This is an optimization exercise on Yosys and OpenROAD, whose aim is small area and a short achievable clock period, not a production implementation. In this exercise RTL edits were held to simulation tests only and were not proved equivalent to the original. Power and IR drop assume default switching activity.

## the reference run
Design cic_iq_decim, start of the top module:
module cic_iq_decim #(
  parameter int DIN_W    = 16,
  parameter int DOUT_W   = 16,
  parameter int STAGES   = 4,
  parameter int MAX_RATE = 16,
  parameter int GAIN_W   = 16,
  localparam int RATE_W  = $clog2(MAX_RATE + 1),
  localparam int ACC_W   = DIN_W + STAGES * $clog2(MAX_RATE),
  localparam int SHIFT_W = $clog2(ACC_W)
) (
  input  logic                     clk,
  input  logic                     rst,
  input  logic                     s_axis_data_tvalid,
  input  logic signed [DIN_W-1:0]  s_axis_data_tdata_real,
  input  logic signed [DIN_W-1:0]  s_axis_data_tdata_imag,
  input  logic                     cfg_load,
  input  logic [RATE_W-1:0]        cfg_rate,
  input  logic [SHIFT_W-1:0]       cfg_shift,
  input  logic [GAIN_W-1:0]        cfg_gain,
  output logic                     m_axis_data_tvalid,
  output logic signed [DOUT_W-1:0] m_axis_data_tdata_real,
  output logic signed [DOUT_W-1:0] m_axis_data_tdata_imag
);
Size in the first run: about 6,300 cells after synthesis, about 900 flip-flops, ~95 I/O pins, about 49,000 um2 of cells after synthesis.
export LEC_CHECK = 0
export ABC_AREA = 1
export CAP_MARGIN = 20
export CORE_MARGIN = 2
export CORE_UTILIZATION = 40
export CTS_CLUSTER_DIAMETER = 200
export CTS_CLUSTER_SIZE = 25
export SLEW_MARGIN = 20
create_clock -name core_clock -period 9.5 [get_ports {clk}]
standard.sh (not shown) runs the stock make flow with config.mk's settings and CLKGATE_MAP_FILE= SYNTH_SCRIPT=/design/flow/synth_recipe.tcl, a recipe that flattens the netlist after the stock synthesis.
==> flow/flow/run.sh <==
#!/bin/bash
# Standard ORFS layout, with repair_timing asked to reach a larger setup slack than the
# constraint needs (the SDC is unchanged), and plain buffers on the ports.
# Each tool's output stays in orfs/logs/; make's output goes to standard.log.
set -euo pipefail
cd "$(dirname "$0")/.."
export SETUP_SLACK_MARGIN=${MARGIN:-6.45}
export BUFFER_PORTS_ARGS="-buffer_cell sky130_fd_sc_hd__buf_1"
bash standard.sh > standard.log 2>&1
What the trial run does differently from the reference run at the input level:
diff --git a/flow/design.v b/flow/design.v
--- a/flow/design.v
+++ b/flow/design.v
@@ -768,18 +768,16 @@
     mr3[27] <= ma1_c120;
     mr0[28] <= ma1_s125;
     mr1[28] <= ma1_s127;
     mr2[28] <= ma1_c122;
     mr3[28] <= ma1_c124;
     mr0[29] <= ma1_s129;
     mr1[29] <= ma1_s131;
     mr2[29] <= ma1_c126;
     mr3[29] <= ma1_c128;
   end
-  logic [15:0] p_hold;
   always_ff @(posedge clk) begin
-    p_hold <= p;
-    m_axis_data_tdata_real <= p_hold;
+    m_axis_data_tdata_real <= m_axis_data_tdata_imag;
     m_axis_data_tdata_imag <= p;
     m_axis_data_tvalid <= fv[L + 7] & ~flush_q & ~rst & ~cfg_load;
   end
 endmodule
--- outcome ---
The trial run ended up with sky130_fd_sc_hd__dfxtp_1 as its cell with the largest stage delay on the worst path; the reference run ended up with sky130_fd_sc_hd__dfxtp_4. In the final design statistics, the trial run uses fewer standard cells in total than the reference run. | sequential share of layout area | higher: the trial run |. Side by side, peak ir drop on the vdd network turned out lower in the trial run than in the reference run. Fraction of power spent switching nets: the trial run vs the reference run, no meaningful difference. Comparing the trial run and the reference run, the higher total wire length after detailed routing was measured on the reference run. ~same die outline width in the trial run and the reference run. The trial run against the reference run: met1 routing resource usage after global routing went down by 0.41 points; final worst slack went down by 34 ps; wire length of the first global-routing pass went down by about 0.8%; mean cell area of the mapped netlist went up by about 0.8%; detailed route wirelength on metal2 went up by about 0.7%. The reference run has higher number of placed instances, taps included than the trial run. Going from the reference run to the trial run, non-clock inverter total of the final layout shrinks by 0.97%.


red:
Another version of the RTL of cic_iq_decim (not shown whole).
Size in the first run: ~6200 cells after synthesis, ~960 flip-flops, about 95 I/O pins, roughly 50000 um^2 of cells after synthesis.
export LEC_CHECK = 0
export ABC_AREA = 1
export CAP_MARGIN = 20
export CORE_MARGIN = 2
export CORE_UTILIZATION = 40
export CTS_CLUSTER_DIAMETER = 200
export CTS_CLUSTER_SIZE = 25
export SLEW_MARGIN = 20
create_clock -name core_clock -period 9.5 [get_ports {clk}]
==> flow/flow/run.sh <==
#!/bin/bash
# Standard ORFS layout, with repair_timing asked to reach a larger setup slack than the
# constraint needs (the SDC is unchanged), and plain buffers on the ports.
# Each tool's output stays in orfs/logs/; make's output goes to standard.log.
set -euo pipefail
cd "$(dirname "$0")/.."
export SETUP_SLACK_MARGIN=${MARGIN:-6.55}
export BUFFER_PORTS_ARGS="-buffer_cell sky130_fd_sc_hd__buf_1"
bash standard.sh > standard.log 2>&1
Changes in blue relative to red:
--- a/flow/design.v
+++ b/flow/design.v
@@ -20,44 +20,35 @@
   output logic                     m_axis_data_tvalid,
   output logic signed [DOUT_W-1:0] m_axis_data_tdata_real,
   output logic signed [DOUT_W-1:0] m_axis_data_tdata_imag
 );
   localparam int W   = 8;            
   localparam int L   = 32 / W;       
   localparam int NVV = L + 4;        
-  localparam int NFV = L + 9;        
-  logic        rst_q;
-  logic        flush_q;
-  logic [4:0]  cfg_rate_q, cfg_shift_q;
-  logic [15:0] cfg_gain_q;
+  localparam int NFV = L + 8;        
   logic [3:0]  rm1;                  
   logic [4:0]  shift_r;
   logic [15:0] gain_r;
   always_ff @(posedge clk) begin
-    rst_q       <= rst;
-    cfg_rate_q  <= cfg_rate;
-    cfg_shift_q <= cfg_shift;
-    cfg_gain_q  <= cfg_gain;
-  end
-  always_ff @(posedge clk) begin
-    if (rst_q) begin
+    if (rst) begin
       rm1     <= 4'd1;
       shift_r <= '0;
       gain_r  <= 16'd16384;
-    end else if (flush_q) begin
-      if (cfg_rate_q < 5'd2)
+    end else if (cfg_load) begin
+      if (cfg_rate < 5'd2)
         rm1 <= 4'd1;
-      else if (cfg_rate_q > 5'd16)
+      else if (cfg_rate > 5'd16)
         rm1 <= 4'd15;
       else
-        rm1 <= 4'(cfg_rate_q - 5'd1);
-      shift_r <= cfg_shift_q;
-      gain_r  <= cfg_gain_q;
+        rm1 <= 4'(cfg_rate - 5'd1);
+      shift_r <= cfg_shift;
+      gain_r  <= cfg_gain;
     end
   end
+  logic        flush_q;
   logic        v_q;
   logic [15:0] xr_q, xi_q, xi_d;
   always_ff @(posedge clk) begin
     flush_q <= rst | cfg_load;
     v_q     <= s_axis_data_tvalid;
     xr_q    <= s_axis_data_tvalid ? s_axis_data_tdata_real : 16'd0;
     xi_q    <= s_axis_data_tvalid ? s_axis_data_tdata_imag : 16'd0;
@@ -155,24 +146,17 @@
   end
   always_comb
     for (int j = 0; j < L; j++)
       z[j*W +: W] = dsk[j][L-1-j];
   logic [30:0] ur;
   always_ff @(posedge clk)
     ur <= 31'(($signed({z, 1'b0})) >>> shift_r);
-  logic [17:0] g3, g3n;
-  logic [15:0] gain_n;
-  always_ff @(posedge clk) begin
-    g3  <= {2'b0, gain_r} + {1'b0, gain_r, 1'b0};
-    g3n <= ~({2'b0, gain_r} + {1'b0, gain_r, 1'b0});
-    if (rst_q)
-      gain_n <= ~16'd16384;
-    else if (flush_q)
-      gain_n <= ~cfg_gain_q;
-  end
+  logic [17:0] g3;
+  always_ff @(posedge clk)
+    g3 <= {2'b0, gain_r} + {1'b0, gain_r, 1'b0};
   logic bneg0, bs1_0, bs2_0, bs3_0, bs4_0;
   logic [17:0] bm0;
   logic bneg1, bs1_1, bs2_1, bs3_1, bs4_1;
   logic [17:0] bm1;
   logic bneg2, bs1_2, bs2_2, bs3_2, bs4_2;
   logic [17:0] bm2;
   logic bneg3, bs1_3, bs2_3, bs3_3, bs4_3;
@@ -307,17 +291,16 @@
   logic mb1_s223, mb1_c224;
   logic mb1_s225, mb1_c226;
   logic mb1_s227, mb1_c228;
   logic mb1_s229, mb1_c230;
   logic mb1_s231, mb1_c232;
   logic mb1_s233, mb1_c234;
   logic [29:0] mx, my;
-  logic [14:0] plo;
-  logic [15:0] mxh, myh, p;
-  logic        pc14;
+  logic [29:0] psum;
+  logic [15:0] p;
   assign bneg0 = ur[3];
   assign bs1_0 = ur[3] ? (ur[2] & (ur[1] ^ ur[0])) : (~ur[2] & (ur[1] ^ ur[0]));
   assign bs2_0 = (~ur[2] & ur[1] & ur[0]) | (ur[2] & ~ur[1] & ~ur[0]);
   assign bs3_0 = ur[3] ? (~ur[2] & (ur[1] ^ ur[0])) : (ur[2] & (ur[1] ^ ur[0]));
   assign bs4_0 = ur[3] ? (~ur[2] & ~ur[1] & ~ur[0]) : (ur[2] & ur[1] & ur[0]);
   assign bm0 = (({18{bs1_0}} & {2'b0, gain_r}) | ({18{bs2_0}} & {1'b0, gain_r, 1'b0}) | ({18{bs3_0}} & g3) | ({18{bs4_0}} & {gain_r, 2'b0})) ^ {18{bneg0}};
   assign bneg1 = ur[6];
@@ -664,16 +647,16 @@
   assign my[26] = mb1_c226;
   assign mx[27] = mb1_s229;
   assign my[27] = mb1_c228;
   assign mx[28] = mb1_s231;
   assign my[28] = mb1_c230;
   assign mx[29] = mb1_s233;
   assign my[29] = mb1_c232;
-  assign plo = {1'b0, mx[13:0]} + {1'b0, my[13:0]};
-  assign p = mxh + myh + 16'(pc14);
+  assign psum = mx + my;
+  assign p = psum[29:14];
   always_ff @(posedge clk) begin
     mr0[0] <= bm0[0];
     mr1[0] <= bneg0;
     mr2[0] <= 1'b0;
     mr3[0] <= 1'b0;
     mr0[1] <= bm0[1];
     mr1[1] <= 1'b0;
@@ -787,19 +770,16 @@
     mr1[28] <= ma1_s127;
     mr2[28] <= ma1_c122;
     mr3[28] <= ma1_c124;
     mr0[29] <= ma1_s129;
     mr1[29] <= ma1_s131;
     mr2[29] <= ma1_c126;
     mr3[29] <= ma1_c128;
-    mxh <= mx[29:14];
-    myh <= my[29:14];
-    pc14 <= plo[14];
   end
   logic [15:0] p_hold;
   always_ff @(posedge clk) begin
     p_hold <= p;
     m_axis_data_tdata_real <= p_hold;
     m_axis_data_tdata_imag <= p;
-    m_axis_data_tvalid <= fv[L + 8] & ~flush_q & ~rst & ~cfg_load;
+    m_axis_data_tvalid <= fv[L + 7] & ~flush_q & ~rst & ~cfg_load;
   end
 endmodule
==> comparison <==
Changes observed in blue relative to red: peak clock frequency supported by timing did not really move; largest net degree at the start of global routing went down by 15%; worst ir drop on vdd picked up an extra about 60%. Sequential area share after synthesis in blue vs red: down 1.8 points. Wire length of the first global-routing pass up 1.2 mm in blue wrt red. Wire length on met1 for blue is lower than for red.

static timing again, ports no longer ideal:
Ports are ideal in the flow. The routed layouts listed here were re-timed in OpenROAD. Step 1, drivers: a clkbuf_16 drives clk and a buf_2 each remaining input, both assumed. Step 2 times the ports against the registers' clock, not the clock port: input delays grow and output delays shrink by t, the midpoint of the rising clock arrivals with the driver on. Three values: ideal, step 1, step 2; two values: the first two.
| run | t (ns) | setup WS [ns] | cell pins on the clock port's net |
|---|---|---|---|
| the reference run | 0.714 | 6.488 / 6.418 / 6.263 | 1 |
| the trial run | 0.700 | 6.454 / 6.440 / 6.166 | 1 |
| red | 0.722 | 6.496 / 6.429 / 6.643 | 1 |
| blue | 0.714 | 6.489 / 6.420 / 6.266 | 1 |
After both steps setup and hold are still met in every run listed. For the trial run, which loses most, drivers alone change the setup slack by -0.014 ns; drivers and shift together by -0.288 ns.
